This design comes from an exercise in tuning for small area, a short achievable clock period and few clock cycles per item on the open sky130 flow, not from production work.
Function was checked by simulation only, so behaviour that the tests miss may differ from the original.
No activity file was given, so power comes from the tool's default toggle rates.

--- design.v ---
package cache_bank_pkg;
    localparam int WORD_BITS      = 32;
    localparam int WORD_BYTES     = WORD_BITS / 8;
    localparam int WORDS_PER_LINE = 4;
    localparam int LINE_BITS      = WORD_BITS * WORDS_PER_LINE;
    localparam int LINE_BYTES     = WORD_BYTES * WORDS_PER_LINE;
    localparam int WSEL_BITS      = $clog2(WORDS_PER_LINE);
    localparam int NUM_SETS       = 16;
    localparam int SET_BITS       = $clog2(NUM_SETS);
    localparam int LINE_ADDR_BITS = 12;
    localparam int TAG_BITS       = LINE_ADDR_BITS - SET_BITS;
    localparam int REQ_TAG_BITS   = 4;
    localparam int QUEUE_DEPTH    = 6;
    localparam int WDATA_DEPTH    = 4;
    localparam logic [1:0] K_RD_HIT  = 2'd0;
    localparam logic [1:0] K_RD_MISS = 2'd1;
    localparam logic [1:0] K_WR_HIT  = 2'd2;
endpackage
`timescale 1ns/10ps
import cache_bank_pkg::*;
module mem_req_stage (
    input  logic                      clk,
    input  logic                      rst_n,
    input  logic                      in_valid,
    input  logic                      in_take,
    input  logic                      in_op,
    input  logic [LINE_ADDR_BITS-1:0] in_line_addr,
    input  logic [WSEL_BITS-1:0]      in_wsel,
    input  logic [WORD_BYTES-1:0]     in_byteen,
    input  logic [WORD_BITS-1:0]      in_data,
    output logic                      full_next,
    output logic                      mem_req_valid,
    input  logic                      mem_req_ready,
    output logic                      mem_req_op,
    output logic [LINE_ADDR_BITS-1:0] mem_req_line_addr,
    output logic [LINE_BYTES-1:0]     mem_req_byteen,
    output logic [WORD_BITS-1:0]      mem_req_word
);
    logic                      m_v, s_v;
    logic                      m_free;
    logic                      s_op;
    logic [LINE_ADDR_BITS-1:0] s_line_addr;
    logic [WSEL_BITS-1:0]      s_wsel;
    logic [WORD_BYTES-1:0]     s_byteen;
    logic [WORD_BITS-1:0]      s_data;
    logic                      n_op;
    logic [LINE_ADDR_BITS-1:0] n_line_addr;
    logic [WSEL_BITS-1:0]      n_wsel;
    logic [WORD_BYTES-1:0]     n_byteen;
    logic [WORD_BITS-1:0]      n_data;
    logic [LINE_BYTES-1:0]     n_line_byteen;
    assign m_free = !m_v || mem_req_ready;
    assign n_op        = s_v ? s_op        : in_op;
    assign n_line_addr = s_v ? s_line_addr : in_line_addr;
    assign n_wsel      = s_v ? s_wsel      : in_wsel;
    assign n_byteen    = s_v ? s_byteen    : in_byteen;
    assign n_data      = s_v ? s_data      : in_data;
    always_comb begin
        n_line_byteen = '0;
        n_line_byteen[n_wsel*WORD_BYTES +: WORD_BYTES] = n_byteen;
    end
    assign full_next = m_free ? 1'b0 : (s_v || in_take);
    always_ff @(posedge clk or negedge rst_n) begin
        if (!rst_n) begin
            m_v <= 1'b0;
            s_v <= 1'b0;
        end else begin
            if (m_free) m_v <= s_v || in_valid;
            s_v <= m_free ? 1'b0 : (s_v || in_valid);
        end
    end
    always_ff @(posedge clk) begin
        if (m_free) begin
            mem_req_op        <= n_op;
            mem_req_line_addr <= n_line_addr;
            mem_req_byteen    <= n_line_byteen;
            mem_req_word      <= n_data;
        end
        if (!m_free && !s_v) begin
            s_op        <= in_op;
            s_line_addr <= in_line_addr;
            s_wsel      <= in_wsel;
            s_byteen    <= in_byteen;
            s_data      <= in_data;
        end
    end
    assign mem_req_valid = m_v;
endmodule
`timescale 1ns/10ps
import cache_bank_pkg::*;
module tag_store (
    input  logic                      clk,
    input  logic                      rst_n,
    input  logic                      write,
    input  logic [LINE_ADDR_BITS-1:0] addr,
    output logic                      hit
);
    logic [NUM_SETS-1:0] valid_q;
    logic [TAG_BITS-1:0] tags_q [NUM_SETS];
    logic [SET_BITS-1:0] set;
    logic [TAG_BITS-1:0] tag;
    assign set = addr[SET_BITS-1:0];
    assign tag = addr[LINE_ADDR_BITS-1:SET_BITS];
    always_ff @(posedge clk or negedge rst_n) begin
        if (!rst_n) begin
            valid_q <= '0;
        end else if (write) begin
            valid_q[set] <= 1'b1;
        end
    end
    always_ff @(posedge clk) begin
        if (write) begin
            tags_q[set] <= tag;
        end
    end
    assign hit = valid_q[set] && (tags_q[set] == tag);
endmodule
`timescale 1ns/10ps
import cache_bank_pkg::*;
module data_store (
    input  logic                  clk,
    input  logic [NUM_SETS-1:0]       set_oh,
    input  logic [NUM_SETS*WORDS_PER_LINE-1:0] word_oh,    
    input  logic                  fill,
    input  logic                  fill_sel,    
    input  logic [LINE_BITS-1:0]  fill_line,
    input  logic                  word_write,
    input  logic [WORD_BYTES-1:0] write_byteen,
    input  logic [WORD_BITS-1:0]  write_word,
    output logic [WORD_BITS-1:0]  read_word
);
    logic [LINE_BITS-1:0] lines_q [NUM_SETS];
    for (genvar s = 0; s < NUM_SETS; s++) begin : g_set
        for (genvar w = 0; w < WORDS_PER_LINE; w++) begin : g_word
            for (genvar b = 0; b < WORD_BYTES; b++) begin : g_byte
                localparam int LO = (w * WORD_BYTES + b) * 8;
                always_ff @(posedge clk) begin
                    if ((set_oh[s] && fill) || (word_write && word_oh[s*WORDS_PER_LINE+w] && write_byteen[b])) begin
                        lines_q[s][LO +: 8] <= fill_sel ? fill_line[LO +: 8] : write_word[b*8 +: 8];
                    end
                end
            end
        end
    end
    always_comb begin
        read_word = '0;
        for (int s = 0; s < NUM_SETS; s++) begin
            for (int w = 0; w < WORDS_PER_LINE; w++) begin
                read_word |= lines_q[s][w*WORD_BITS +: WORD_BITS] & {WORD_BITS{word_oh[s*WORDS_PER_LINE+w]}};
            end
        end
    end
endmodule
`timescale 1ns/10ps
import cache_bank_pkg::*;
module bank_ctrl (
    input  logic                      clk,
    input  logic                      rst_n,
    input  logic                      core_req_valid,
    output logic                      core_req_ready,
    input  logic                      core_req_op,
    input  logic [LINE_ADDR_BITS-1:0] core_req_line_addr,
    input  logic [WSEL_BITS-1:0]      core_req_wsel,
    input  logic [WORD_BYTES-1:0]     core_req_byteen,
    input  logic [WORD_BITS-1:0]      core_req_data,
    input  logic [REQ_TAG_BITS-1:0]   core_req_tag,
    output logic                      tag_write,
    input  logic                      hit,
    output logic                      mreq_valid,
    input  logic                      mreq_full_next,
    input  logic                      mem_rsp_valid,
    output logic                      mem_rsp_ready,
    input  logic [LINE_BITS-1:0]      mem_rsp_data,
    output logic [NUM_SETS-1:0]       store_set_oh,
    output logic [NUM_SETS*WORDS_PER_LINE-1:0] store_word_oh,
    output logic                      data_fill,
    output logic                      data_fill_sel,
    output logic                      word_write,
    output logic [WORD_BYTES-1:0]     store_byteen,
    output logic [WORD_BITS-1:0]      store_word,
    input  logic [WORD_BITS-1:0]      read_word,
    output logic                      core_rsp_valid,
    input  logic                      core_rsp_ready,
    output logic [WORD_BITS-1:0]      core_rsp_data,
    output logic [REQ_TAG_BITS-1:0]   core_rsp_tag
);
    localparam int QN = QUEUE_DEPTH;
    localparam int DN = WDATA_DEPTH;
    logic [QN-1:0]           qv_q;
    logic [1:0]              qkind_q [QN];
    logic [SET_BITS-1:0]     qset_q  [QN];
    logic [WSEL_BITS-1:0]    qwsel_q [QN];
    logic [WORD_BYTES-1:0]   qbe_q   [QN];    
    logic [NUM_SETS-1:0]       hset_oh_q;
    logic [WORDS_PER_LINE-1:0] hwsel_oh_q;
    logic [NUM_SETS*WORDS_PER_LINE-1:0] hword_oh_q;    
    logic                      hmiss_q;       
    logic                      hwr_q;         
    logic [DN-1:0]           dv_q;
    logic [WORD_BITS-1:0]    wdata_q [DN];
    logic                    xv_q, rv_q;
    logic                    x_free, r_free;
    logic [WORD_BITS-1:0]    xdata_q;
    logic [REQ_TAG_BITS-1:0] xtag_q;
    logic                    ready_q;
    logic accept, push, pop, convert, dpush, dpop, rsp_push;
    logic [1:0] new_kind;
    logic [WORD_BYTES-1:0] new_be;
    assign core_req_ready = ready_q;
    assign accept         = core_req_valid && ready_q;
    assign tag_write  = accept && !core_req_op;
    assign mreq_valid = accept && (core_req_op || !hit);
    assign push       = accept && (!core_req_op || hit);
    assign dpush      = accept && core_req_op && hit;
    assign new_kind   = core_req_op ? K_WR_HIT : (hit ? K_RD_HIT : K_RD_MISS);
    assign new_be     = core_req_op ? core_req_byteen : core_req_tag;
    logic head_rd_hit;
    assign head_rd_hit = qv_q[0] && (qkind_q[0] == K_RD_HIT);
    assign r_free      = !rv_q || core_rsp_ready;
    assign x_free      = !xv_q || r_free;
    assign mem_rsp_ready = hmiss_q;
    assign rsp_push      = x_free && (head_rd_hit || (hmiss_q && mem_rsp_valid));
    assign convert       = hmiss_q && mem_rsp_valid && !x_free;
    assign pop           = hwr_q || rsp_push;
    assign dpop          = hwr_q;
    assign store_set_oh  = hset_oh_q;
    assign store_word_oh = hword_oh_q;
    assign data_fill     = hmiss_q && mem_rsp_valid;
    assign data_fill_sel = hmiss_q;
    assign word_write    = hwr_q;
    assign store_byteen  = qbe_q[0];
    assign store_word    = wdata_q[0];
    logic [WORD_BITS-1:0] fill_word;
    always_comb begin
        fill_word = '0;
        for (int w = 0; w < WORDS_PER_LINE; w++) begin
            fill_word |= mem_rsp_data[w*WORD_BITS +: WORD_BITS] & {WORD_BITS{hwsel_oh_q[w]}};
        end
    end
    always_ff @(posedge clk or negedge rst_n) begin
        if (!rst_n) begin
            xv_q <= 1'b0;
            rv_q <= 1'b0;
        end else begin
            if (x_free) xv_q <= rsp_push;
            if (r_free) rv_q <= xv_q;
        end
    end
    always_ff @(posedge clk) begin
        if (x_free) begin
            xdata_q <= hmiss_q ? fill_word : read_word;
            xtag_q  <= qbe_q[0];
        end
        if (r_free) begin
            core_rsp_data <= xdata_q;
            core_rsp_tag  <= xtag_q;
        end
    end
    assign core_rsp_valid = rv_q;
    logic [QN-1:0] qv_shift, qv_next;
    logic [QN-1:0] put;
    logic [1:0]    kind0_next;
    assign qv_shift = pop ? (qv_q >> 1) : qv_q;
    always_comb begin
        for (int i = 0; i < QN; i++) begin
            put[i] = !qv_shift[i] && (i == 0 || qv_shift[i-1]);
        end
    end
    assign qv_next = qv_shift | (put & {QN{push}});
    always_comb begin
        if (accept && put[0]) kind0_next = new_kind;
        else if (pop)         kind0_next = qkind_q[1];
        else if (convert)     kind0_next = K_RD_HIT;
        else                  kind0_next = qkind_q[0];
    end
    always_ff @(posedge clk or negedge rst_n) begin
        if (!rst_n) begin
            qv_q    <= '0;
            hmiss_q <= 1'b0;
            hwr_q   <= 1'b0;
        end else begin
            qv_q    <= qv_next;
            hmiss_q <= qv_next[0] && (kind0_next == K_RD_MISS);
            hwr_q   <= qv_next[0] && (kind0_next == K_WR_HIT);
        end
    end
    always_ff @(posedge clk) begin
        qkind_q[0] <= kind0_next;
        for (int i = 0; i < QN; i++) begin
            if (accept && put[i]) begin
                if (i > 0) qkind_q[i] <= new_kind;
                qset_q[i]  <= core_req_line_addr[SET_BITS-1:0];
                qwsel_q[i] <= core_req_wsel;
                qbe_q[i]   <= new_be;
            end else if (pop && i < QN-1) begin
                if (i > 0) qkind_q[i] <= qkind_q[i+1];
                qset_q[i]  <= qset_q[i+1];
                qwsel_q[i] <= qwsel_q[i+1];
                qbe_q[i]   <= qbe_q[i+1];
            end
        end
        if (accept && put[0]) begin
            hset_oh_q  <= NUM_SETS'(1) << core_req_line_addr[SET_BITS-1:0];
            hwsel_oh_q <= WORDS_PER_LINE'(1) << core_req_wsel;
            hword_oh_q <= (NUM_SETS*WORDS_PER_LINE)'(1) << {core_req_line_addr[SET_BITS-1:0], core_req_wsel};
        end else if (pop) begin
            hset_oh_q  <= NUM_SETS'(1) << qset_q[1];
            hwsel_oh_q <= WORDS_PER_LINE'(1) << qwsel_q[1];
            hword_oh_q <= (NUM_SETS*WORDS_PER_LINE)'(1) << {qset_q[1], qwsel_q[1]};
        end
    end
    logic [DN-1:0] dv_shift, dv_next;
    logic [DN-1:0] dput;
    assign dv_shift = dpop ? (dv_q >> 1) : dv_q;
    always_comb begin
        for (int i = 0; i < DN; i++) begin
            dput[i] = !dv_shift[i] && (i == 0 || dv_shift[i-1]);
        end
    end
    assign dv_next = dv_shift | (dput & {DN{dpush}});
    always_ff @(posedge clk or negedge rst_n) begin
        if (!rst_n) begin
            dv_q <= '0;
        end else begin
            dv_q <= dv_next;
        end
    end
    always_ff @(posedge clk) begin
        for (int i = 0; i < DN; i++) begin
            if (accept && core_req_op && dput[i]) begin
                wdata_q[i] <= core_req_data;
            end else if (dpop && i < DN-1) begin
                wdata_q[i] <= wdata_q[i+1];
            end
        end
    end
    logic [QN-1:0] qv_room;
    logic [DN-1:0] dv_room;
    assign qv_room = qv_shift | (put & {QN{accept}});
    assign dv_room = dv_shift | (dput & {DN{accept && core_req_op}});
    always_ff @(posedge clk or negedge rst_n) begin
        if (!rst_n) begin
            ready_q <= 1'b1;
        end else begin
            ready_q <= !mreq_full_next && !qv_room[QN-1] && !dv_room[DN-1];
        end
    end
endmodule
`timescale 1ns/10ps
import cache_bank_pkg::*;
module cache_bank (
    input  logic                      clk,
    input  logic                      rst_n,
    input  logic                      core_req_valid,
    output logic                      core_req_ready,
    input  logic                      core_req_op,
    input  logic [LINE_ADDR_BITS-1:0] core_req_line_addr,
    input  logic [WSEL_BITS-1:0]      core_req_wsel,
    input  logic [WORD_BYTES-1:0]     core_req_byteen,
    input  logic [WORD_BITS-1:0]      core_req_data,
    input  logic [REQ_TAG_BITS-1:0]   core_req_tag,
    output logic                      core_rsp_valid,
    input  logic                      core_rsp_ready,
    output logic [WORD_BITS-1:0]      core_rsp_data,
    output logic [REQ_TAG_BITS-1:0]   core_rsp_tag,
    output logic                      mem_req_valid,
    input  logic                      mem_req_ready,
    output logic                      mem_req_op,
    output logic [LINE_ADDR_BITS-1:0] mem_req_line_addr,
    output logic [LINE_BYTES-1:0]     mem_req_byteen,
    output logic [LINE_BITS-1:0]      mem_req_data,
    input  logic                      mem_rsp_valid,
    output logic                      mem_rsp_ready,
    input  logic [LINE_BITS-1:0]      mem_rsp_data
);
    logic                      tag_write;
    logic                      hit;
    logic                      mreq_valid;
    logic                      mreq_full_next;
    logic [NUM_SETS-1:0]       store_set_oh;
    logic [NUM_SETS*WORDS_PER_LINE-1:0] store_word_oh;
    logic                      data_fill;
    logic                      data_fill_sel;
    logic                      word_write;
    logic [WORD_BYTES-1:0]     store_byteen;
    logic [WORD_BITS-1:0]      store_word;
    logic [WORD_BITS-1:0]      read_word;
    logic [WORD_BITS-1:0]      mem_req_word;
    bank_ctrl u_ctrl (
        .clk                (clk),
        .rst_n              (rst_n),
        .core_req_valid     (core_req_valid),
        .core_req_ready     (core_req_ready),
        .core_req_op        (core_req_op),
        .core_req_line_addr (core_req_line_addr),
        .core_req_wsel      (core_req_wsel),
        .core_req_byteen    (core_req_byteen),
        .core_req_data      (core_req_data),
        .core_req_tag       (core_req_tag),
        .tag_write          (tag_write),
        .hit                (hit),
        .mreq_valid         (mreq_valid),
        .mreq_full_next     (mreq_full_next),
        .mem_rsp_valid      (mem_rsp_valid),
        .mem_rsp_ready      (mem_rsp_ready),
        .mem_rsp_data       (mem_rsp_data),
        .store_set_oh       (store_set_oh),
        .store_word_oh      (store_word_oh),
        .data_fill          (data_fill),
        .data_fill_sel      (data_fill_sel),
        .word_write         (word_write),
        .store_byteen       (store_byteen),
        .store_word         (store_word),
        .read_word          (read_word),
        .core_rsp_valid     (core_rsp_valid),
        .core_rsp_ready     (core_rsp_ready),
        .core_rsp_data      (core_rsp_data),
        .core_rsp_tag       (core_rsp_tag)
    );
    tag_store u_tags (
        .clk   (clk),
        .rst_n (rst_n),
        .write (tag_write),
        .addr  (core_req_line_addr),
        .hit   (hit)
    );
    data_store u_data (
        .clk          (clk),
        .set_oh       (store_set_oh),
        .word_oh      (store_word_oh),
        .fill         (data_fill),
        .fill_sel     (data_fill_sel),
        .fill_line    (mem_rsp_data),
        .word_write   (word_write),
        .write_byteen (store_byteen),
        .write_word   (store_word),
        .read_word    (read_word)
    );
    mem_req_stage u_mreq (
        .clk               (clk),
        .rst_n             (rst_n),
        .in_valid          (mreq_valid),
        .in_take           (core_req_valid && core_req_ready),
        .in_op             (core_req_op),
        .in_line_addr      (core_req_line_addr),
        .in_wsel           (core_req_wsel),
        .in_byteen         (core_req_byteen),
        .in_data           (core_req_data),
        .full_next         (mreq_full_next),
        .mem_req_valid     (mem_req_valid),
        .mem_req_ready     (mem_req_ready),
        .mem_req_op        (mem_req_op),
        .mem_req_line_addr (mem_req_line_addr),
        .mem_req_byteen    (mem_req_byteen),
        .mem_req_word      (mem_req_word)
    );
    assign mem_req_data = {WORDS_PER_LINE{mem_req_word}};
endmodule
--- run.sh ---
#!/bin/bash
# synth_recipe.tcl (not shown) runs the flow's synth.tcl, then flattens the netlist and writes it again
# the make line also repeats each setting of config.mk as NAME=value (left out here)
make -C /OpenROAD-flow-scripts/flow DESIGN_CONFIG=/design/flow/config.mk WORK_HOME=/design/flow/orfs CLKGATE_MAP_FILE= SYNTH_SCRIPT=/design/flow/synth_recipe.tcl finish
--- config.mk ---
export PLATFORM = sky130hd
export DESIGN_NAME = cache_bank
export DESIGN_NICKNAME = cache_bank
export VERILOG_FILES = /design/flow/design.v
export SDC_FILE = /design/flow/constraint.sdc
export NUM_CORES = 4
export LEC_CHECK = 0
export CAP_MARGIN = 20
export CELL_PAD_IN_SITES_DETAIL_PLACEMENT = 1
export CELL_PAD_IN_SITES_GLOBAL_PLACEMENT = 1
export CORE_MARGIN = 5
export CORE_UTILIZATION = 40
export PLACE_DENSITY = 0.6
export SETUP_SLACK_MARGIN = 3.3
export SLEW_MARGIN = 20
export TNS_END_PERCENT = 10
--- constraint.sdc ---
create_clock -name core_clock -period 6.0 [get_ports {clk}]
set_input_delay 1.2000 -clock core_clock [delete_from_list [all_inputs] [get_ports {clk}]]
set_output_delay 1.2000 -clock core_clock [all_outputs]
set_load 0.01 [all_outputs]
==> out/results.ini, run 1 <==
[clock_tree]
htree_num_levels = 5
clkTransAtPathRegs_ns = 0.06
cts_hold_buf = 0
numCtsBuffers = 302
cts-root-buf = clkbuf_16
clock-sinks = 2671
cts_tree = done
clk_latency_ns = 0.99
cts_max_path_buffers = 4

[final_layout]
syn_to_final_growth_pct = 20.67
drive_gt1_share_pct = 18.73
layout.nets = 6854

[power_and_ir_drop]
p_leak_nw = 41.47
vdd_drop_max_mv = 0.4228
p_total_w = 0.07137
powerDensity_mw_per_mm2 = 581.0

[placement]
port_buffers = 385
gp_congestion = 0.9178
dp_hpwl_um = 276700

[timing]
finalSetupTns_ns = 0
timing.final.crit_share_pct = 52.00
setup_violations = 0
rsz0062_at_grt = yes
finalCriticalPeriod_ns = 3.120
tightest_slew_ns = 1.334
hold_ws_ns = 0.3688
relSlewSlack_pct = 11.07
max_freq_ghz = 0.3205
fin_worst_skew_ns = 0.08703
final_max_slew_viol_count = 0
timing_hold_violations_final = 0

[synthesis]
synth_compound_area_share_pct = 9.473
synth_fa_ha_area_share_pct = 0.1106
synth_area_per_cell_um2 = 16.70
yosysWarnings = 12
syn-num-nets = 6292
netlist_area_mm2 = 0.1018
synth_seq_cells = 2671
synth-simple-area-share_pct = 6.297
async_flop_share_pct = 1.235
synth_top_family_by_area = compound AO/OA/AOI/OAI gates
synth.area.mux_share_pct = 2.889
synth_xor_area_share_pct = 0.1205
synth_flop_cell = edfxtp_1
synth_edf_count = 2636
syn-instance-count = 6094
synthDistinctLibCells = 63
synth_seq_area_share_pct = 78.61

[grt]
antenna_found_initial = 41
first_global_vias = 68161
grt-ovfl-total = 0
grt_max_degree = 166
grt_pass1_wl_um = 613500
grt_util_all_layers_pct = 34.12

[detailed_routing]
post_drt_wl_per_cell_um = 46.18
routed_wl_um = 473200
firstDrtPassIters = 9
ant_nets = 0
drtIter0Drc = 13597
post-route-drc-count = 0
num_vias = 70784
viasPerCell = 6.907

[min_path]
hold_class = input pin to async pin

[critical_path]
r2r_slack_ns = 2.88
critical_path_arrival_ns = 3.54
critPathLaunch = u_ctrl.hmiss_q
r2r_cells = 7
cp-end-kind = register
r2r-start = u_ctrl.hmiss_q
critPathMaxFanout = 16
path_class = register to register
r2r-end = u_data.lines_q[3][49]
crit_path_end = u_data.lines_q[3][49]
required_ns = 6.42
start_kind = register

[die]
dieArea_mm2 = 0.2647
dieHeight_um = 514.5
rows = 185
ioPinCount = 386
coreArea_mm2 = 0.2537
start_util_pct = 40.12
die_w_um = 514.5

[job]
maxCapViolCount = 0

[run_status]
status = timing/DRC/antenna clean

-- where the power goes --
group,total [W],switching (W),internal (W)
clock network,0.0179,0.00766,0.0103
logic,0.0254,0.0194,0.00594
registers,0.0281,0.00159,0.0265
-- layout by cell type (no fill, tap or decap), drive strengths merged, types with 9 or more instances in the layout --
| cell type | count |
|---|---|
| edfxtp | 2636 |
| nand2 | 611 |
| a22oi | 519 |
| buf | 393 |
| clkbuf | 386 |
| nand3 | 325 |
| a221oi | 229 |
| a22o | 225 |
| mux2 | 187 |
| clkdlybuf4s50 | 179 |
| dlygate4sd2 | 164 |
| nand4 | 160 |
| clkinv | 109 |
| nor3 | 103 |
| nor2 | 81 |
| a222oi | 64 |
| a21oi | 58 |
| nand2b | 46 |
| a31oi | 44 |
| mux2i | 41 |
| dfrtp | 32 |
| nor4 | 32 |
| clkdlybuf4s15 | 27 |
| inv | 25 |
| o21ai | 23 |
| bufinv | 19 |
| mux4 | 18 |
| diode | 17 |
| a21o | 14 |
| clkinvlp | 13 |
| xnor2 | 11 |
| and2 | 11 |
| nor2b | 10 |
| ha | 9 |
-- state kept, by name (all words and copies together) (netlist names), 2 cells and up --
signal	count
u_data.lines_q	2048
u_ctrl.wdata_q	128
u_tags.tags_q	128
u_ctrl.hword_oh_q	64
u_ctrl.core_rsp_data	32
u_ctrl.xdata_q	32
u_mreq.mem_req_word	32
u_mreq.s_data	32
u_ctrl.qbe_q	24
u_ctrl.qset_q	20
u_ctrl.hset_oh_q	16
u_mreq.mem_req_byteen	16
u_tags.valid_q	16
u_ctrl.qkind_q	12
u_mreq.mem_req_line_addr	12
u_mreq.s_line_addr	12
u_ctrl.qwsel_q	10
u_ctrl.qv_q	6
u_ctrl.core_rsp_tag	4
u_ctrl.dv_q	4
u_ctrl.hwsel_oh_q	4
u_ctrl.xtag_q	4
u_mreq.s_byteen	4
u_mreq.s_wsel	2
-- synthesized netlist by cell type (22+ instances only) --
cell type	n	area [um^2]
edfxtp_1	2636	79160
nand2_1	609	2286
a22oi_1	518	3889
clkbuf_1	353	1325
nand3_1	325	1627
a221oi_1	229	2006
a22o_1	225	1971
mux2_2	187	2106
nand4_1	160	1001
nor3_1	103	515.5
buf_4	97	728.2
nor2_1	81	304.0
a222oi_1	64	640.6
buf_1	59	221.5
a21oi_1	56	280.3
nand2b_1	44	275.3
mux2i_1	40	400.4
a31oi_1	39	244.0
dfrtp_1	32	800.8
nor4_1	32	200.2
inv_1	24	90.09
o21ai_0	22	110.1
-- per-stage QoR --
| step | setup slack, ns | cells | utilization (%) | instance area [um^2] |
|---|---|---|---|---|
| final | 2.880 | 10248 | 48.42 | 122800 |
| after floorplan | 1.966 | 6094 | - | 101900 |
| after global routing | 2.963 | 10233 | 48.40 | 122800 |
| after global placement | 1.073 | 9494 | 43.08 | 109300 |
| after CTS | 2.982 | 10139 | 47.59 | 120700 |
| after detailed placement | 1.089 | 9496 | 43.10 | 109300 |
-- critical path, cell delays in order (launching register included) --
cell and delay (ns):
dfrtp_4 0.55, buf_6 0.15, and2_4 0.16, clkbuf_16 0.17
buf_4 0.16, nand2_1 0.07, buf_4 0.41, nand2_1 0.85
-- how the worst min path moves through the flow --
stage | endpoint | cells after the start | from
2_1_floorplan | u_ctrl.core_rsp_data[0] | 0 | u_ctrl.xdata_q[0]
3_3_place_gp | u_ctrl.core_rsp_data[8] | 0 | u_ctrl.xdata_q[8]
3_5_place_dp | u_ctrl.core_rsp_data[8] | 0 | u_ctrl.xdata_q[8]
4_1_cts | u_tags.valid_q[12] | 1 | rst_n
5_1_grt | u_tags.valid_q[12] | 1 | rst_n
6_report | u_tags.valid_q[12] | 1 | rst_n
-- final cells by class --
class                      count  area, um^2
antenna                       17       42.54
clock buffer                 371        8016
clock inverter               142        1166
fill                       23879      130900
inverter                      24       97.59
multi-input combinational   2873       20840
sequential                  2671       80030
tap                         3366        4212
timing repair buffer         784        8432
-- timing repair --
| item | 4_1_cts | 5_1_grt |
|---|---|---|
| pin swaps | 40 | 54 |
| gates resized for setup | 522 | 267 |
| setup endpoints to repair | 3713 | 3347 |
| setup buffers | 103 | 76 |
| endpoints found under the hold margin | 0 | 0 |
| gates cloned | 27 | 16 |
-- per-layer routing --
layer	global-route usage (%)	share of wire, %
met3	13.77	16
met2	48.92	42
met4	17.15	6.4
met1	44.84	36
met5	0.1461	0.057
-- logic make-up (layout without fill, tap and decap cells) --
group	count (synthesis)	in the layout
AO/OA/AOI/OAI	1210	1213
other	0	17
AND/OR/NAND/NOR	1385	1391
buffers and inverters	559	1321
adder cells (fa/ha/maj)	9	9
multiplexers	246	246
flip-flops	2671	2671
XOR/XNOR	14	14
Testbench counts, summed over its fixed seeds: cycles 24,106, requests 24,000.
==> run 2: changes to the inputs <==
--- a/config.mk
+++ b/config.mk
@@ -10,6 +10,8 @@
 export CELL_PAD_IN_SITES_GLOBAL_PLACEMENT = 1
 export CORE_MARGIN = 5
 export CORE_UTILIZATION = 40
+export CTS_CLUSTER_DIAMETER = 80
+export CTS_CLUSTER_SIZE = 20
 export PLACE_DENSITY = 0.6
 export SETUP_SLACK_MARGIN = 3.3
 export SLEW_MARGIN = 20
==> out/results.ini, run 2 <==
[detailed_routing]
drtIter0Drc = 13692  ; was 13.60k
post-route-drc-count = 0  ; unchanged
routed_wl_um = 467800  ; was 473200 um
num_vias = 69405  ; was 70.78k
firstDrtPassIters = 9  ; unchanged
viasPerCell = 6.943  ; was 6.907
post_drt_wl_per_cell_um = 46.80  ; was 46.18 um
ant_nets = 0  ; unchanged

[timing]
max_freq_ghz = 0.3166  ; was 0.3205 GHz
timing_hold_violations_final = 0  ; unchanged
fin_worst_skew_ns = 0.04460  ; was 0.08703 ns
finalCriticalPeriod_ns = 3.158  ; was 3.120 ns
timing.final.crit_share_pct = 52.64  ; was 52.00%
tightest_slew_ns = 1.177  ; was 1.334 ns
finalSetupTns_ns = 0  ; unchanged
rsz0062_at_grt = yes  ; unchanged
setup_violations = 0  ; unchanged
final_max_slew_viol_count = 0  ; unchanged
relSlewSlack_pct = 21.36  ; was 11.07%

[critical_path]
r2r-start = u_ctrl.hmiss_q  ; unchanged
crit_path_max_incr_delay_ns = 0.86  ; was 0.85 ns
r2r_cells = 5  ; was 7
required_ns = 6.35  ; was 6.42 ns
crit_path_top_delay_cell = nand2_1  ; unchanged
start_kind = register  ; unchanged
critical_path_arrival_ns = 3.51  ; was 3.54 ns
r2r-end = u_data.lines_q[15][18]  ; was u_data.lines_q[3][49]
r2r_slack_ns = 2.84  ; was 2.88 ns
critPathMaxFanout = 14  ; was 16
path_cells = buf_6 > and2_4 > bufbuf_16 > nand2_2 > nand2_1  ; was buf_6 > and2_4 > clkbuf_16 > buf_4 > nand2_1 > buf_4 > nand2_1
cp-end-kind = register  ; unchanged
path_class = register to register  ; unchanged

[synthesis]
async_flop_share_pct = 1.235  ; unchanged
synth_seq_cells = 2671  ; unchanged
syn-num-nets = 6292  ; unchanged
yosys-top-cells-count = 2636 x edfxtp_1, 609 x nand2_1, 518 x a22oi_1, 353 x clkbuf_1, 325 x nand3_1  ; unchanged
synth_top_area_share_pct = 77.76  ; unchanged
synth_edf_count = 2636  ; unchanged
synthDistinctLibCells = 63  ; unchanged
synth_area_leaders = edfxtp_1 78%, a22oi_1 3.8%, nand2_1 2.2%  ; unchanged
syn-instance-count = 6094  ; unchanged
synth_top_cell_by_area = edfxtp_1  ; unchanged
netlist_area_mm2 = 0.1018  ; unchanged
yosysWarnings = 12  ; unchanged
synth_seq_area_share_pct = 78.61  ; unchanged
synth_flop_cell = edfxtp_1  ; unchanged
synth_most_common_cell = edfxtp_1  ; unchanged
synth_area_per_cell_um2 = 16.70  ; unchanged

[clock_tree]
htree_num_levels = 4  ; was 5
clock-sinks = 2671  ; unchanged
cts-root-buf = clkbuf_16  ; unchanged
cts_max_path_buffers = 3  ; was 4
cts_hold_buf = 0  ; unchanged
clk_latency_ns = 0.88  ; was 0.99 ns
numCtsBuffers = 158  ; was 302
clkTransAtPathRegs_ns = 0.09  ; was 0.06 ns
cts_tree = done  ; unchanged

[job]
maxCapViolCount = 0  ; unchanged

[grt]
grt_max_degree = 166  ; unchanged
antenna_found_initial = 41  ; unchanged
first_global_vias = 66682  ; was 68.16k
grt_pass1_wl_um = 607800  ; was 613500 um
grt_util_all_layers_pct = 33.82  ; was 34.12%
grt-ovfl-total = 0  ; unchanged

[power_and_ir_drop]
sw_frac_of_total_pct = 42.19  ; was 40.19%
pwr-share-clk_pct = 17.7  ; was 25.1%
p_switching_w = 0.02753  ; was 0.02868 W
p_leak_nw = 39.83  ; was 41.47 nW
vdd_drop_max_mv = 0.4043  ; was 0.4228 mV
p_int_w = 0.03772  ; was 0.04269 W
powerDensity_mw_per_mm2 = 548.6  ; was 581.0 mW/mm^2
p_comb_share_pct = 39.3  ; was 35.5%
power_frac_seq_pct = 43.0  ; was 39.4%

[die]
rows = 185  ; unchanged
dieHeight_um = 514.5  ; unchanged
dieArea_mm2 = 0.2647  ; unchanged
ioPinCount = 386  ; unchanged
die_w_um = 514.5  ; unchanged
start_util_pct = 40.12  ; unchanged
coreArea_mm2 = 0.2537  ; unchanged

[run_status]
status = timing/DRC/antenna clean  ; unchanged

[final_layout]
final_common_cell = edfxtp_1  ; unchanged
regMostFlops = u_data.lines_q  ; unchanged
layout.nets = 6756  ; was 6854
final_cells = 9996  ; was 10.25k
final_cell_mix = 2636 x edfxtp_1, 560 x nand2_1, 490 x a22oi_1  ; was 2636 x edfxtp_1, 539 x nand2_1, 488 x a22oi_1
syn_to_final_growth_pct = 16.85  ; was 20.67%
seqCellArea_mm2 = 0.08003  ; unchanged
reg_top3 = u_data.lines_q (2048), u_ctrl.wdata_q (128), u_tags.tags_q (128)  ; unchanged
drive_gt1_share_pct = 17.64  ; was 18.73%
largest_reg_flops = 2048  ; unchanged
multi_input_area_mm2 = 0.02095  ; was 0.02084 mm^2
fillers = 24050  ; was 23.88k

[min_path]
whs_endpoint = u_ctrl.core_rsp_data[10]
hp-start = u_ctrl.xdata_q[10]
holdPathStages = 0
hold_class = register to register  ; was input pin to async pin

[placement]
port_buffers = 385  ; unchanged
gp_congestion = 0.9178  ; unchanged
dp_hpwl_um = 276700  ; unchanged
dp.cells = 9496  ; unchanged

==> run 2: cell counts after synthesis <==
Identical to the previous run, type by type.
==> run 2: routing by layer <==
metal	part of all wire, %	GRT usage [%]
met3	15	13.19
met5	0.15	1.114
met2	42	48.86
met4	6.1	16.07
met1	36	44.72
==> run 2: per-stage QoR <==
stage | hold slack, ns | util, % | setup slack (ns) | total power [W] | instance area (um^2)
finish | 0.4249 | 46.89 | 2.842 | 0.06526 | 118900
global route | 0.4281 | 46.88 | 2.965 | 0.06560 | 118900
CTS | 0.4114 | 46.00 | 2.932 | 0.06223 | 116700
detailed placement | 0.4056 | 43.10 | 1.089 | 0.04951 | 109300
global placement | 0.4039 | 43.08 | 1.073 | 0.04912 | 109300
floorplan | 0.4003 | - | 1.966 | 0.03671 | 101900
==> run 2: layout make-up <==
class | count | area share, %
Sequential cell | 2671 | 67.28
Clock inverter | 40 | 0.4618
Clock buffer | 177 | 3.402
Inverter | 24 | 0.08205
Multi-Input combinational cell | 2875 | 17.62
Tap cell | 3366 | 3.541
Antenna cell | 15 | 0.03156
Timing Repair Buffer | 828 | 7.582
==> run 2: power groups by stage <==
stage	Sequential (W)	Clock, W	Combinational [W]
final	0.0281	0.0116	0.0256
after global routing	0.0282	0.0123	0.0252
after CTS	0.0280	0.0115	0.0228
after detailed placement	0.0287	0	0.0208
after global placement	0.0287	0	0.0205
after floorplan	0.0274	0	0.00935
==> run 2: kinds of logic (layout without fill, tap and decap cells) <==
| family | after synthesis | in the layout | share of synthesized area [%] |
|---|---|---|---|
| AOI/OAI and AO/OA | 1210 | 1216 | 9.473 |
| xor gates and xnor gates | 14 | 14 | 0.1205 |
| adders and majority gates | 9 | 9 | 0.1106 |
| buffers and inverters | 559 | 1069 | 2.496 |
| DFF | 2671 | 2671 | 78.61 |
| muxes | 246 | 246 | 2.889 |
| other | 0 | 15 | 0 |
| and+or+nand+nor | 1385 | 1390 | 6.297 |
==> run 2: how the worst max path moves through the flow <==
stage / startpoint / to / depth (start not counted)
after global routing: u_ctrl.hmiss_q / u_data.lines_q[12][107] / 5
final: u_ctrl.hmiss_q / u_data.lines_q[15][18] / 5
after floorplan: core_rsp_ready / u_ctrl.hset_oh_q[0] / 8
after detailed placement: mem_rsp_valid / u_ctrl.hword_oh_q[11] / 9
after CTS: u_mreq.mem_req_word[26] / mem_req_data[90] / 1
after global placement: core_req_line_addr[1] / u_mreq.m_v / 10
==> run 2: critical path, delay by kind of cell (launching register included) <==
| kind | cells | cell delay (ns) |
|---|---|---|
| simple gates | 3 | 1.62 |
| buf+inv | 2 | 0.42 |
| flops | 1 | 0.55 |
==> run 2: timing repair <==
item | in CTS | in global routing
setup buffers | 121 | 105
resized for setup | 419 | 436
gates cloned | 29 | 13
setup endpoints to repair | 3846 | 2835
pin swaps | 45 | 79
endpoints found under the hold margin | 0 | 0
==> run 3: changes to the inputs <==
--- a/design.v
+++ b/design.v
@@ -198,10 +198,8 @@
     logic                      hwr_q;         
     logic [DN-1:0]           dv_q;
     logic [WORD_BITS-1:0]    wdata_q [DN];
-    logic                    xv_q, rv_q;
-    logic                    x_free, r_free;
-    logic [WORD_BITS-1:0]    xdata_q;
-    logic [REQ_TAG_BITS-1:0] xtag_q;
+    logic                    rv_q;
+    logic                    r_free;
     logic                    ready_q;
     logic accept, push, pop, convert, dpush, dpop, rsp_push;
     logic [1:0] new_kind;
@@ -217,10 +215,9 @@
     logic head_rd_hit;
     assign head_rd_hit = qv_q[0] && (qkind_q[0] == K_RD_HIT);
     assign r_free      = !rv_q || core_rsp_ready;
-    assign x_free      = !xv_q || r_free;
     assign mem_rsp_ready = hmiss_q;
-    assign rsp_push      = x_free && (head_rd_hit || (hmiss_q && mem_rsp_valid));
-    assign convert       = hmiss_q && mem_rsp_valid && !x_free;
+    assign rsp_push      = r_free && (head_rd_hit || (hmiss_q && mem_rsp_valid));
+    assign convert       = hmiss_q && mem_rsp_valid && !r_free;
     assign pop           = hwr_q || rsp_push;
     assign dpop          = hwr_q;
     assign store_set_oh  = hset_oh_q;
@@ -239,21 +236,15 @@
     end
     always_ff @(posedge clk or negedge rst_n) begin
         if (!rst_n) begin
-            xv_q <= 1'b0;
             rv_q <= 1'b0;
-        end else begin
-            if (x_free) xv_q <= rsp_push;
-            if (r_free) rv_q <= xv_q;
+        end else if (r_free) begin
+            rv_q <= rsp_push;
         end
     end
     always_ff @(posedge clk) begin
-        if (x_free) begin
-            xdata_q <= hmiss_q ? fill_word : read_word;
-            xtag_q  <= qbe_q[0];
-        end
         if (r_free) begin
-            core_rsp_data <= xdata_q;
-            core_rsp_tag  <= xtag_q;
+            core_rsp_data <= hmiss_q ? fill_word : read_word;
+            core_rsp_tag  <= qbe_q[0];
         end
     end
     assign core_rsp_valid = rv_q;
==> out/results.ini, run 3 <==
[critical_path]
r2r_slack_ns = 2.90  ; was 2.84 ns
critPathMaxFanout = 15  ; was 14
crit_path_max_incr_delay_ns = 0.54  ; was 0.86 ns
r2r_cells = 8  ; was 5
r2r-start = u_ctrl.hword_oh_q[36]  ; was u_ctrl.hmiss_q
start_kind = register  ; unchanged
required_ns = 6.59  ; was 6.35 ns
cp-end-kind = register  ; unchanged
path_class = register to register  ; unchanged
critical_path_arrival_ns = 3.69  ; was 3.51 ns
path_cells = buf_4 > buf_4 > a22oi_1 > nand4_1 > nor4_1 > nand4_1 > nor3_2 > a31oi_1  ; was buf_6 > and2_4 > bufbuf_16 > nand2_2 > nand2_1
cp.buffers_inverters = 2  ; unchanged
crit_path_top_delay_cell = nor3_2  ; was nand2_1
r2r-end = u_ctrl.core_rsp_data[4]  ; was u_data.lines_q[15][18]
cp_top_family = simple AND/OR/NAND/NOR gates  ; unchanged

[final_layout]
layout.nets = 6654  ; was 6756
regMostFlops = u_data.lines_q  ; unchanged
drive_gt1_share_pct = 17.36  ; was 17.64%
final_cells = 9886  ; was 9996
syn_to_final_growth_pct = 16.02  ; was 16.85%
reg_top3 = u_data.lines_q (2048), u_ctrl.wdata_q (128), u_tags.tags_q (128)  ; unchanged
largest_reg_flops = 2048  ; unchanged
final_common_cell = edfxtp_1  ; unchanged
final_util_pct = 46.52  ; was 46.89%
final_cell_mix = 2600 x edfxtp_1, 500 x a22oi_1, 494 x nand2_1  ; was 2636 x edfxtp_1, 560 x nand2_1, 490 x a22oi_1

[power_and_ir_drop]
powerDensity_mw_per_mm2 = 551.4  ; was 548.6 mW/mm^2
p_total_w = 0.06431  ; was 0.06526 W
p_leak_nw = 38.73  ; was 39.83 nW
vdd_drop_max_mv = 0.4835  ; was 0.4043 mV

[placement]
gp_congestion = 0.9263  ; was 0.9178
dp.cells = 9456  ; was 9496
dp_hpwl_um = 279900  ; was 276700 um
port_buffers = 385  ; unchanged

[synthesis]
synth_most_common_cell = edfxtp_1  ; unchanged
syn-num-nets = 6243  ; was 6292
synthDistinctLibCells = 61  ; was 63
synth_top_area_share_pct = 77.66  ; was 77.76%
synth_seq_area_share_pct = 78.50  ; was 78.61%
netlist_area_mm2 = 0.1005  ; was 0.1018 mm^2
yosys-top-cells-count = 2600 x edfxtp_1, 601 x nand2_1, 514 x a22oi_1, 357 x clkbuf_1, 326 x nand3_1  ; was 2636 x edfxtp_1, 609 x nand2_1, 518 x a22oi_1, 353 x clkbuf_1, 325 x nand3_1
synth_edf_count = 2600  ; was 2636
synth_area_per_cell_um2 = 16.63  ; was 16.70 um^2
synth_flop_cell = edfxtp_1  ; unchanged
synth_seq_cells = 2634  ; was 2671
synth_area_leaders = edfxtp_1 78%, a22oi_1 3.8%, nand2_1 2.2%  ; unchanged
async_flop_share_pct = 1.215  ; was 1.235%
synth_top_cell_by_area = edfxtp_1  ; unchanged
yosysWarnings = 12  ; unchanged
syn-instance-count = 6045  ; was 6094

[die]
dieHeight_um = 511.3  ; was 514.5 um
start_util_pct = 40.10  ; was 40.12%
coreArea_mm2 = 0.2507  ; was 0.2537 mm^2
ioPinCount = 386  ; unchanged
die_w_um = 511.3  ; was 514.5 um
dieArea_mm2 = 0.2615  ; was 0.2647 mm^2
rows = 184  ; was 185

[clock_tree]
numCtsBuffers = 159  ; was 158
cts_tree = done  ; unchanged
cts-root-buf = clkbuf_16  ; unchanged
htree_num_levels = 4  ; unchanged
clkTransAtPathRegs_ns = 0.08  ; was 0.09 ns
clk_latency_ns = 0.89  ; was 0.88 ns
cts_max_path_buffers = 3  ; unchanged
clock-sinks = 2634  ; was 2671

[timing]
max_freq_ghz = 0.3225  ; was 0.3166 GHz
tightest_slew_ns = 1.202  ; was 1.177 ns
hold_ws_ns = 0.3986  ; was 0.4249 ns
timing_hold_violations_final = 0  ; unchanged
fin_worst_skew_ns = 0.05216  ; was 0.04460 ns
final_max_slew_viol_count = 0  ; unchanged
relSlewSlack_pct = 19.65  ; was 21.36%
rsz0062_at_grt = yes  ; unchanged
setup_violations = 0  ; unchanged
finalSetupTns_ns = 0  ; unchanged
finalCriticalPeriod_ns = 3.101  ; was 3.158 ns
timing.final.crit_share_pct = 51.68  ; was 52.64%

[grt]
grt_util_all_layers_pct = 33.76  ; was 33.82%
grt_pass1_wl_um = 602900  ; was 607800 um
antenna_found_initial = 39  ; was 41
grt-ovfl-total = 0  ; unchanged
first_global_vias = 66264  ; was 66.68k
grt_max_degree = 160  ; was 166

[detailed_routing]
drtIter0Drc = 13489  ; was 13.69k
ant_nets = 0  ; unchanged
routed_wl_um = 458700  ; was 467800 um
firstDrtPassIters = 7  ; was 9
num_vias = 68716  ; was 69.41k
post-route-drc-count = 0  ; unchanged
post_drt_wl_per_cell_um = 46.40  ; was 46.80 um
viasPerCell = 6.951  ; was 6.943

[run_status]
status = timing/DRC/antenna clean  ; unchanged

[job]
maxCapViolCount = 0  ; unchanged

[min_path]
hold_class = input pin to async pin  ; was register to register

## run 3: cell types whose count changed in the layout (fill, tap and decap cells not counted), sizes merged, moves of 6 or more
cell | previous run | this run
inv | 30 | 42
diode | 15 | 23
nand2 | 611 | 605
dlygate4sd2 | 106 | 68
buf | 445 | 396
edfxtp | 2636 | 2600
clkbuf | 224 | 215
dlymetal6s2s | 35 | 16
nor2 | 82 | 90
clkdlybuf4s50 | 187 | 250
and2 | 10 | 4
## run 3: repair_timing
action | in CTS | in global routing
pin swaps | 48 | 35
buffers inserted | 113 | 40
setup endpoints to repair | 4247 | 2743
gates cloned | 29 | 3
hold buffers | 0 | 0
gates resized for setup | 442 | 217
## run 3: worst reg2reg max path: cells and delay by family, from the launching register on
family | cells | cell delay (ns)
AO/OA/AOI/OAI | 2 | 0.46
flip-flops | 1 | 0.46
AND/OR/NAND/NOR | 4 | 1.43
buffers and inverters | 2 | 0.49
## run 3: worst max path at each step
stage	startpoint	to	slack (ns)	depth (start not counted)
2_1_floorplan	core_req_line_addr[0]	u_ctrl.qkind_q[3][0]	2.28	9
4_1_cts	core_req_valid	u_tags.tags_q[8][7]	2.90	5
3_3_place_gp	core_req_line_addr[0]	u_ctrl.qv_q[2]	0.91	10
5_1_grt	u_ctrl.core_rsp_tag[0]	core_rsp_tag[0]	2.91	1
6_report	u_ctrl.hword_oh_q[36]	u_ctrl.core_rsp_data[4]	2.90	8
3_5_place_dp	core_req_line_addr[0]	u_ctrl.qv_q[3]	0.90	10
## run 3: logic make-up (layout without fill, tap and decap cells)
family                   after synthesis  after routing  synth area share (%)
flip-flops                          2634           2634                 78.50
AO/OA/AOI/OAI                       1199           1202                 9.450
XOR/XNOR                              13             13                0.1207
adder cells (fa/ha/maj)                9              9                0.1120
other                                  0             23                     0
multiplexers                         243            243                 2.935
AND/OR/NAND/NOR                     1391           1396                 6.427
buffers and inverters                556           1018                 2.459
## run 3: area by class of cell
cell class / instances / area [um^2]
clock inverters: 45 / 548.0
repair buffers: 773 / 7845
diodes: 23 / 57.56
well taps: 3348 / 4189
flip-flops and latches: 2634 / 78930
fillers: 23786 / 134100
clock buffers: 175 / 4090
inverters: 25 / 100.1
multi-input cells: 2863 / 20880
## run 3: metal layers
metal / routed length [um] / up-vias / GRT usage, %
met5: 232 / - / 0.3288
met1: 166300 / 35859 / 44.75
li1: - / 25074 / -
met4: 26000 / 18 / 15.13
met3: 69970 / 1271 / 12.73
met2: 196200 / 6494 / 49.55
## run 3: where the power goes
| part | switching [W] | internal, W |
|---|---|---|
| Combinational | 0.0193 | 0.00576 |
| Sequential | 0.00152 | 0.0262 |
| Clock | 0.00651 | 0.00504 |
| Total | 0.0273 | 0.0370 |
## run 3: stage by stage
step | setup WS (ns) | instance area [um^2]
global placement | 0.9123 | 108200
finish | 2.899 | 116600
detailed placement | 0.9040 | 108300
floorplan | 2.284 | 100700
global route | 2.908 | 116600
CTS | 2.899 | 115900
Testbench counts of run 3, summed over its fixed seeds: cycles 24,098, requests 24,000.
==> run 4: changes to the inputs <==
--- a/config.mk
+++ b/config.mk
@@ -15,4 +15,4 @@
 export PLACE_DENSITY = 0.6
 export SETUP_SLACK_MARGIN = 3.3
 export SLEW_MARGIN = 20
-export TNS_END_PERCENT = 10
+export TNS_END_PERCENT = 40
==> out/results.ini, run 4 <==
[detailed_routing]
wl_met2_um = 197500  ; was 196200 um
firstDrtPassIters = 6  ; was 7
post-route-drc-count = 0  ; unchanged
drtIter0Drc = 12740  ; was 13.49k
num_vias = 69353  ; was 68.72k
ant_nets = 0  ; unchanged
wl_met1_um = 167000  ; was 166300 um
routed_wl_um = 466100  ; was 458700 um
post_drt_wl_per_cell_um = 46.78  ; was 46.40 um
dr_wl_met3_um = 73710  ; was 69970 um
top_layer = met5  ; unchanged
viasPerCell = 6.961  ; was 6.951

[grt]
grt-ovfl-total = 0  ; unchanged
antenna_found_initial = 36  ; was 39
grt_pass1_wl_um = 611900  ; was 602900 um
grt_max_degree = 95  ; was 160
grt_util_all_layers_pct = 34.29  ; was 33.76%
first_global_vias = 66656  ; was 66.26k

[critical_path]
crit_path_max_incr_delay_ns = 0.55  ; was 0.54 ns
crit_path_top_delay_cell = mux4_2  ; was nor3_2
r2r-end = u_ctrl.core_rsp_data[26]  ; was u_ctrl.core_rsp_data[4]
critPathMaxFanout = 7  ; was 15
path_cells = buf_16 > buf_16 > mux4_2 > mux4_2 > xnor2_4 > o2111ai_4 > a211oi_4 > buf_6 > nor2_4 > mux2_4  ; was buf_4 > buf_4 > a22oi_1 > nand4_1 > nor4_1 > nand4_1 > nor3_2 > a31oi_1
r2r_cells = 8  ; unchanged
r2r-start = u_ctrl.hword_oh_q[60]  ; was u_ctrl.hword_oh_q[36]
path_class = input pin to register  ; was register to register
r2r_slack_ns = 3.03  ; was 2.90 ns
cp-end-kind = register  ; unchanged
start_kind = input pin  ; was register
crit_path_end = u_ctrl.qkind_q[3][0]  ; was u_ctrl.core_rsp_data[4]
required_ns = 6.61  ; was 6.59 ns
critPathLaunch = core_req_line_addr[0]  ; was u_ctrl.hword_oh_q[36]
critical_path_arrival_ns = 3.66  ; was 3.69 ns

[synthesis]
synth_area_leaders = edfxtp_1 78%, a22oi_1 3.8%, nand2_1 2.2%  ; unchanged
synth_top_cell_by_area = edfxtp_1  ; unchanged
synth_most_common_cell = edfxtp_1  ; unchanged
netlist_area_mm2 = 0.1005  ; unchanged
synth_seq_cells = 2634  ; unchanged
synth_edf_count = 2600  ; unchanged
synth_top_area_share_pct = 77.66  ; unchanged
syn-num-nets = 6243  ; unchanged
syn-instance-count = 6045  ; unchanged
synthDistinctLibCells = 61  ; unchanged
synth_area_per_cell_um2 = 16.63  ; unchanged
synth_seq_area_share_pct = 78.50  ; unchanged
yosys-top-cells-count = 2600 x edfxtp_1, 601 x nand2_1, 514 x a22oi_1, 357 x clkbuf_1, 326 x nand3_1  ; unchanged
yosysWarnings = 12  ; unchanged
async_flop_share_pct = 1.215  ; unchanged
synth_flop_cell = edfxtp_1  ; unchanged

[job]
maxCapViolCount = 0  ; unchanged

[final_layout]
largest_reg_flops = 2048  ; unchanged
regMostFlops = u_data.lines_q  ; unchanged
final_common_cell = edfxtp_1  ; unchanged
final_cell_mix = 2600 x edfxtp_1, 493 x a22oi_1, 406 x nand2_1  ; was 2600 x edfxtp_1, 500 x a22oi_1, 494 x nand2_1
layout.nets = 6734  ; was 6654
drive_gt1_share_pct = 22.24  ; was 17.36%
syn_to_final_growth_pct = 18.04  ; was 16.02%
stdcell_area_mm2 = 0.1187  ; was 0.1166 mm^2
reg_top3 = u_data.lines_q (2048), u_ctrl.wdata_q (128), u_tags.tags_q (128)  ; unchanged

[timing]
hold_ws_ns = 0.4190  ; was 0.3986 ns
final_max_slew_viol_count = 0  ; unchanged
finalCriticalPeriod_ns = 3.049  ; was 3.101 ns
relSlewSlack_pct = 19.33  ; was 19.65%
finalSetupTns_ns = 0  ; unchanged
timing_hold_violations_final = 0  ; unchanged
tightest_slew_ns = 1.207  ; was 1.202 ns
timing.final.ws_setup_ns = 2.951  ; was 2.899 ns
setup_violations = 0  ; unchanged
fin_worst_skew_ns = 0.05806  ; was 0.05216 ns
max_freq_ghz = 0.3280  ; was 0.3225 GHz
timing.final.crit_share_pct = 50.81  ; was 51.68%
rsz0062_at_grt = yes  ; unchanged

[min_path]
hold_class = input pin to async pin  ; unchanged

[clock_tree]
clock-sinks = 2634  ; unchanged
clkTransAtPathRegs_ns = 0.08  ; about the same
cts-root-buf = clkbuf_16  ; unchanged
cts_tree = done  ; unchanged
cts_max_path_buffers = 3  ; unchanged
clk_latency_ns = 0.87  ; was 0.89 ns
cts_hold_buf = 0  ; unchanged
htree_num_levels = 4  ; unchanged
numCtsBuffers = 157  ; was 159

[die]
coreArea_mm2 = 0.2507  ; unchanged
die_w_um = 511.3  ; unchanged
dieArea_mm2 = 0.2615  ; unchanged
rows = 184  ; unchanged
dieHeight_um = 511.3  ; unchanged
ioPinCount = 386  ; unchanged
start_util_pct = 40.10  ; unchanged

[power_and_ir_drop]
vdd_drop_max_mv = 0.4714  ; was 0.4835 mV
powerDensity_mw_per_mm2 = 552.2  ; was 551.4 mW/mm^2
p_leak_nw = 39.73  ; was 38.73 nW

[run_status]
status = timing/DRC/antenna clean  ; unchanged

[placement]
pre_cts_ws_ns = 0.8010  ; was 0.9040 ns
dpl-instance-area_mm2 = 0.1089  ; was 0.1083 mm^2
port_buffers = 385  ; unchanged
dp_hpwl_um = 287700  ; was 279900 um
gp_congestion = 0.9431  ; was 0.9263

[run 4: cell counts after synthesis]
No cell type changed its count.
[run 4: cells by family (layout without fill, tap and decap cells)]
group / Yosys count / in the layout / share of synthesized area (%)
flops: 2634 / 2634 / 78.50
simple gates: 1391 / 1400 / 6.427
compound gates: 1199 / 1208 / 9.450
buf+inv: 556 / 1088 / 2.459
mux: 243 / 243 / 2.935
xor+xnor: 13 / 13 / 0.1207
fa+ha+maj: 9 / 9 / 0.1120
other cells: 0 / 20 / 0
[run 4: what timing repair did]
action,CTS,global route
endpoints found under the hold margin,0,0
gates resized for setup,591,477
gates cloned,21,6
buffers inserted,187,51
endpoints found under the setup margin,4965,1634
pin swaps,90,30
[run 4: through the flow]
| step | power, W | utilization (%) | std cells |
|---|---|---|---|
| 4_1_cts | 0.06341 | 46.80 | 9884 |
| 5_1_grt | 0.06586 | 47.32 | 9945 |
| 3_5_place_dp | 0.05008 | 43.44 | 9458 |
| 3_3_place_gp | 0.04971 | 43.40 | 9452 |
| 6_report | 0.06553 | 47.34 | 9963 |
| 2_1_floorplan | 0.03704 | - | 6045 |
[run 4: worst max-delay path: cells and delay by family]
family	cells	cell delay, ns
AOI/OAI and AO/OA	2	0.42
xor gates and xnor gates	1	0.20
buffers and inverters	3	0.42
muxes	3	1.33
and+or+nand+nor	1	0.06
[run 4: worst min path at each step]
stage / depth (start not counted) / slack, ns / start / endpoint
6_report: 1 / 0.42 / rst_n / u_tags.valid_q[12]
3_3_place_gp: 1 / 0.44 / u_tags.valid_q[1] / u_tags.valid_q[1]
5_1_grt: 1 / 0.43 / rst_n / u_tags.valid_q[12]
4_1_cts: 1 / 0.38 / rst_n / u_tags.valid_q[6]
3_5_place_dp: 1 / 0.45 / u_tags.valid_q[1] / u_tags.valid_q[1]
2_1_floorplan: 1 / 0.42 / u_tags.valid_q[10] / u_tags.valid_q[10]
[run 4: final cells by class]
class                   instances  area [um^2]
repair buffers                845         8610
flip-flops and latches       2634        78930
diodes                         20        50.05
inverters                      25        102.6
clock buffers                 174         4055
well taps                    3348         4189
fillers                     23573       132000
multi-input cells            2873        22090
clock inverters                44        654.4
[run 4: layer usage]
metal / GRT usage (%) / vias up
li1: - / 25266
met1: 45.10 / 36066
met2: 49.87 / 6652
met3: 13.73 / 1335
met4: 15.96 / 34
met5: 0 / -
[run 4: report_power, final]
group / switching (W) / internal, W / leakage, nW
Combinational: 0.0198 / 0.00615 / 13.2
Clock: 0.00647 / 0.00524 / 2.28
Sequential: 0.00166 / 0.0262 / 24.3
==> run 5: changes to the inputs <==
--- a/config.mk
+++ b/config.mk
@@ -15,4 +15,4 @@
 export PLACE_DENSITY = 0.6
 export SETUP_SLACK_MARGIN = 3.3
 export SLEW_MARGIN = 20
-export TNS_END_PERCENT = 40
+export TNS_END_PERCENT = 100
==> out/results.ini, run 5 <==
[run_status]
status = timing/DRC/antenna clean  ; unchanged

[synthesis]
yosys-top-cells-count = 2600 x edfxtp_1, 601 x nand2_1, 514 x a22oi_1, 357 x clkbuf_1, 326 x nand3_1  ; unchanged
synth_top_cell_by_area = edfxtp_1  ; unchanged
synthDistinctLibCells = 61  ; unchanged
syn-num-nets = 6243  ; unchanged
synth_compound_area_share_pct = 9.450  ; unchanged
synth_top_area_share_pct = 77.66  ; unchanged
synth_edf_count = 2600  ; unchanged
synth_flop_cell = edfxtp_1  ; unchanged
synth_area_leaders = edfxtp_1 78%, a22oi_1 3.8%, nand2_1 2.2%  ; unchanged
synth-simple-area-share_pct = 6.427  ; unchanged
synth_seq_cells = 2634  ; unchanged
synth_most_common_cell = edfxtp_1  ; unchanged
synth.area.mux_share_pct = 2.935  ; unchanged
synth_top_family_by_area = compound AO/OA/AOI/OAI gates  ; unchanged
syn-instance-count = 6045  ; unchanged
async_flop_share_pct = 1.215  ; unchanged
netlist_area_mm2 = 0.1005  ; unchanged
yosysWarnings = 12  ; unchanged
synth_area_per_cell_um2 = 16.63  ; unchanged
synth_seq_area_share_pct = 78.50  ; unchanged
synth_xor_area_share_pct = 0.1207  ; unchanged
synth_fa_ha_area_share_pct = 0.1120  ; unchanged

[die]
dieArea_mm2 = 0.2615  ; unchanged
die_w_um = 511.3  ; unchanged
coreArea_mm2 = 0.2507  ; unchanged
rows = 184  ; unchanged
dieHeight_um = 511.3  ; unchanged
ioPinCount = 386  ; unchanged
start_util_pct = 40.10  ; unchanged

[placement]
dpl-instance-area_mm2 = 0.1092  ; was 0.1089 mm^2
gp_congestion = 0.9347  ; was 0.9431
port_buffers = 385  ; unchanged
dp_hpwl_um = 284300  ; was 287700 um

[power_and_ir_drop]
powerDensity_mw_per_mm2 = 559.5  ; was 552.2 mW/mm^2
p_leak_nw = 40.62  ; was 39.73 nW
vdd_drop_max_mv = 0.4076  ; was 0.4714 mV

[detailed_routing]
post-route-drc-count = 0  ; unchanged
drtIter0Drc = 13803  ; was 12.74k
num_vias = 70534  ; was 69.35k
routed_wl_um = 481100  ; was 466100 um
firstDrtPassIters = 12  ; was 6
ant_nets = 0  ; unchanged
post_drt_wl_per_cell_um = 47.59  ; was 46.78 um
viasPerCell = 6.978  ; was 6.961

[timing]
timing.final.crit_share_pct = 49.54  ; was 50.81%
setup_violations = 0  ; unchanged
relSlewSlack_pct = 20.77  ; was 19.33%
tightest_slew_ns = 1.186  ; was 1.207 ns
final_max_slew_viol_count = 0  ; unchanged
timing_hold_violations_final = 0  ; unchanged
rsz0062_at_grt = yes  ; unchanged
hold_ws_ns = 0.3789  ; was 0.4190 ns
finalCriticalPeriod_ns = 2.972  ; was 3.049 ns
fin_worst_skew_ns = 0.06121  ; was 0.05806 ns
max_freq_ghz = 0.3364  ; was 0.3280 GHz
finalSetupTns_ns = 0  ; unchanged

[final_layout]
reg_top3 = u_data.lines_q (2048), u_ctrl.wdata_q (128), u_tags.tags_q (128)  ; unchanged
stdcell_area_mm2 = 0.1212  ; was 0.1187 mm^2
final_cell_mix = 2600 x edfxtp_1, 462 x a22oi_1, 405 x nand2_1  ; was 2600 x edfxtp_1, 493 x a22oi_1, 406 x nand2_1
drive_gt1_share_pct = 26.29  ; was 22.24%
seqCellArea_mm2 = 0.07893  ; unchanged
regMostFlops = u_data.lines_q  ; unchanged
layout.nets = 6884  ; was 6734
fillers = 23500  ; was 23.57k
largest_reg_flops = 2048  ; unchanged
syn_to_final_growth_pct = 20.52  ; was 18.04%
final_common_cell = edfxtp_1  ; unchanged
multi_input_area_mm2 = 0.02283  ; was 0.02209 mm^2

[grt]
antenna_found_initial = 34  ; was 36
grt-ovfl-total = 0  ; unchanged
grt_pass1_wl_um = 613000  ; was 611900 um
grt_max_degree = 79  ; was 95
grt_util_all_layers_pct = 34.39  ; was 34.29%
first_global_vias = 66709  ; was 66.66k

[critical_path]
critPathMaxFanout = 8  ; was 7
r2r-start = u_ctrl.hmiss_q  ; was u_ctrl.hword_oh_q[60]
path_class = input pin to register  ; unchanged
required_ns = 6.77  ; was 6.61 ns
start_kind = input pin  ; unchanged
cp-end-kind = register  ; unchanged
critPathLaunch = core_req_line_addr[0]  ; unchanged
critical_path_arrival_ns = 3.75  ; was 3.66 ns

[clock_tree]
cts-root-buf = clkbuf_16  ; unchanged
cts_tree = done  ; unchanged
numCtsBuffers = 159  ; was 157
clk_latency_ns = 0.92  ; was 0.87 ns
htree_num_levels = 4  ; unchanged
cts_max_path_buffers = 3  ; unchanged
clock-sinks = 2634  ; unchanged
cts_hold_buf = 0  ; unchanged
clkTransAtPathRegs_ns = 0.09  ; was 0.08 ns

[min_path]
hold_class = input pin to async pin  ; unchanged

[job]
maxCapViolCount = 0  ; unchanged

==> run 5: cell counts after synthesis <==
Identical to the previous run, type by type.
==> run 5: timing repair <==
| action | CTS | global route |
|---|---|---|
| endpoints found under the setup margin | 3670 | 1591 |
| buffers inserted | 220 | 134 |
| cloned | 28 | 31 |
| gates resized for setup | 1272 | 343 |
| pin swaps | 91 | 106 |
==> run 5: routing by layer <==
layer / GRT usage [%] / share of wire (%)
met5: 0 / 0.043
met4: 17.28 / 6.5
met3: 12.79 / 16
met2: 50.23 / 42
met1: 45.16 / 35
==> run 5: path summary, 6_finish.rpt <==
check,end,slack (ns),cells past startpoint
max,u_mreq.m_v,3.03,11
min,u_tags.valid_q[11],0.38,1
max reg2reg,u_data.lines_q[15][76],3.05,6
min reg2reg,u_tags.valid_q[12],0.47,1
max in group asynchronous,u_ctrl.hwr_q,5.03,1
min in group core_clock,u_tags.valid_q[12],0.47,1
==> run 5: final cells by class <==
| class | instances | share of cell area [%] |
|---|---|---|
| Antenna cell | 13 | 0.02685 |
| Clock inverter | 42 | 0.4492 |
| Clock buffer | 180 | 3.437 |
| Multi-Input combinational cell | 2888 | 18.84 |
| Timing Repair Buffer | 978 | 8.567 |
| Inverter | 25 | 0.08674 |
| Tap cell | 3348 | 3.457 |
| Sequential cell | 2634 | 65.14 |
==> run 5: power breakdown <==
group | switching [W] | total (W) | internal (W)
clock | 0.00646 | 0.0117 | 0.00525
sequential | 0.00157 | 0.0277 | 0.0262
combinational | 0.0211 | 0.0284 | 0.00728
==> run 5: cell families after synthesis <==
| logic type | after synthesis |
|---|---|
| AND/OR/NAND/NOR | 1391 |
| multiplexers | 243 |
| buffers and inverters | 556 |
| adder cells (fa/ha/maj) | 9 |
| flip-flops | 2634 |
| XOR/XNOR | 13 |
| AO/OA/AOI/OAI | 1199 |
==> run 5: critical path, cell delays in order <==
cell,delay (ns)
buf_16,0.11
buf_16,0.14
mux4_2,0.51
mux4_2,0.54
xnor2_4,0.20
o2111ai_4,0.18
a211oi_4,0.20
buf_6,0.15
buf_6,0.12
a21oi_1,0.06
or3_1,0.31
==> run 5: stage by stage <==
| stage | power [W] | instances | setup WS [ns] | util (%) |
|---|---|---|---|---|
| global placement | 0.04981 | 9456 | 1.242 | 43.55 |
| floorplan | 0.03710 | 6045 | 2.285 | - |
| finish | 0.06780 | 10108 | 3.028 | 48.33 |
| global route | 0.06796 | 10096 | 2.965 | 48.32 |
| detailed placement | 0.05023 | 9460 | 1.160 | 43.57 |
| CTS | 0.06374 | 9930 | 2.963 | 47.03 |

afterwards: timing with drivers on the ports:
No port has a modelled driver above. Below, the same layouts with a new extraction and two added sets of constraints.
Step 1 (the two cells are an assumption about what drives the block):
set clk [get_ports {clk}]
set_driving_cell -lib_cell sky130_fd_sc_hd__clkbuf_16 $clk
set_driving_cell -lib_cell sky130_fd_sc_hd__buf_2 [delete_from_list [all_inputs] $clk]
Step 2 also shifts input and output timing later by t, the mid clock arrival at the registers, as if the neighbouring blocks saw the same clock.
Three values: ideal, step 1, step 2; two values: the first two.
run | t (ns) | slack for setup (ns) | clock arrival spread, ns | cell pins on the clock port's net
run 1 | 1.052 | 2.880 / 2.880 / 1.921 | 0.089 / 0.090 | 1
run 2 | 0.968 | 2.842 / 2.842 / 1.992 | 0.048 / 0.048 | 1
run 3 | 0.978 | 2.899 / 2.858 / 1.958 | 0.057 / 0.057 | 1
run 4 | 0.939 | 2.951 / 2.890 / 1.951 | 0.059 / 0.059 | 1
run 5 | 0.975 | 3.028 / 2.956 / 1.980 | 0.062 / 0.063 | 1
After both steps setup and hold are still met in every run listed. For run 5, which loses most, drivers alone change the setup slack by -0.072 ns; drivers and shift together by -1.048 ns.
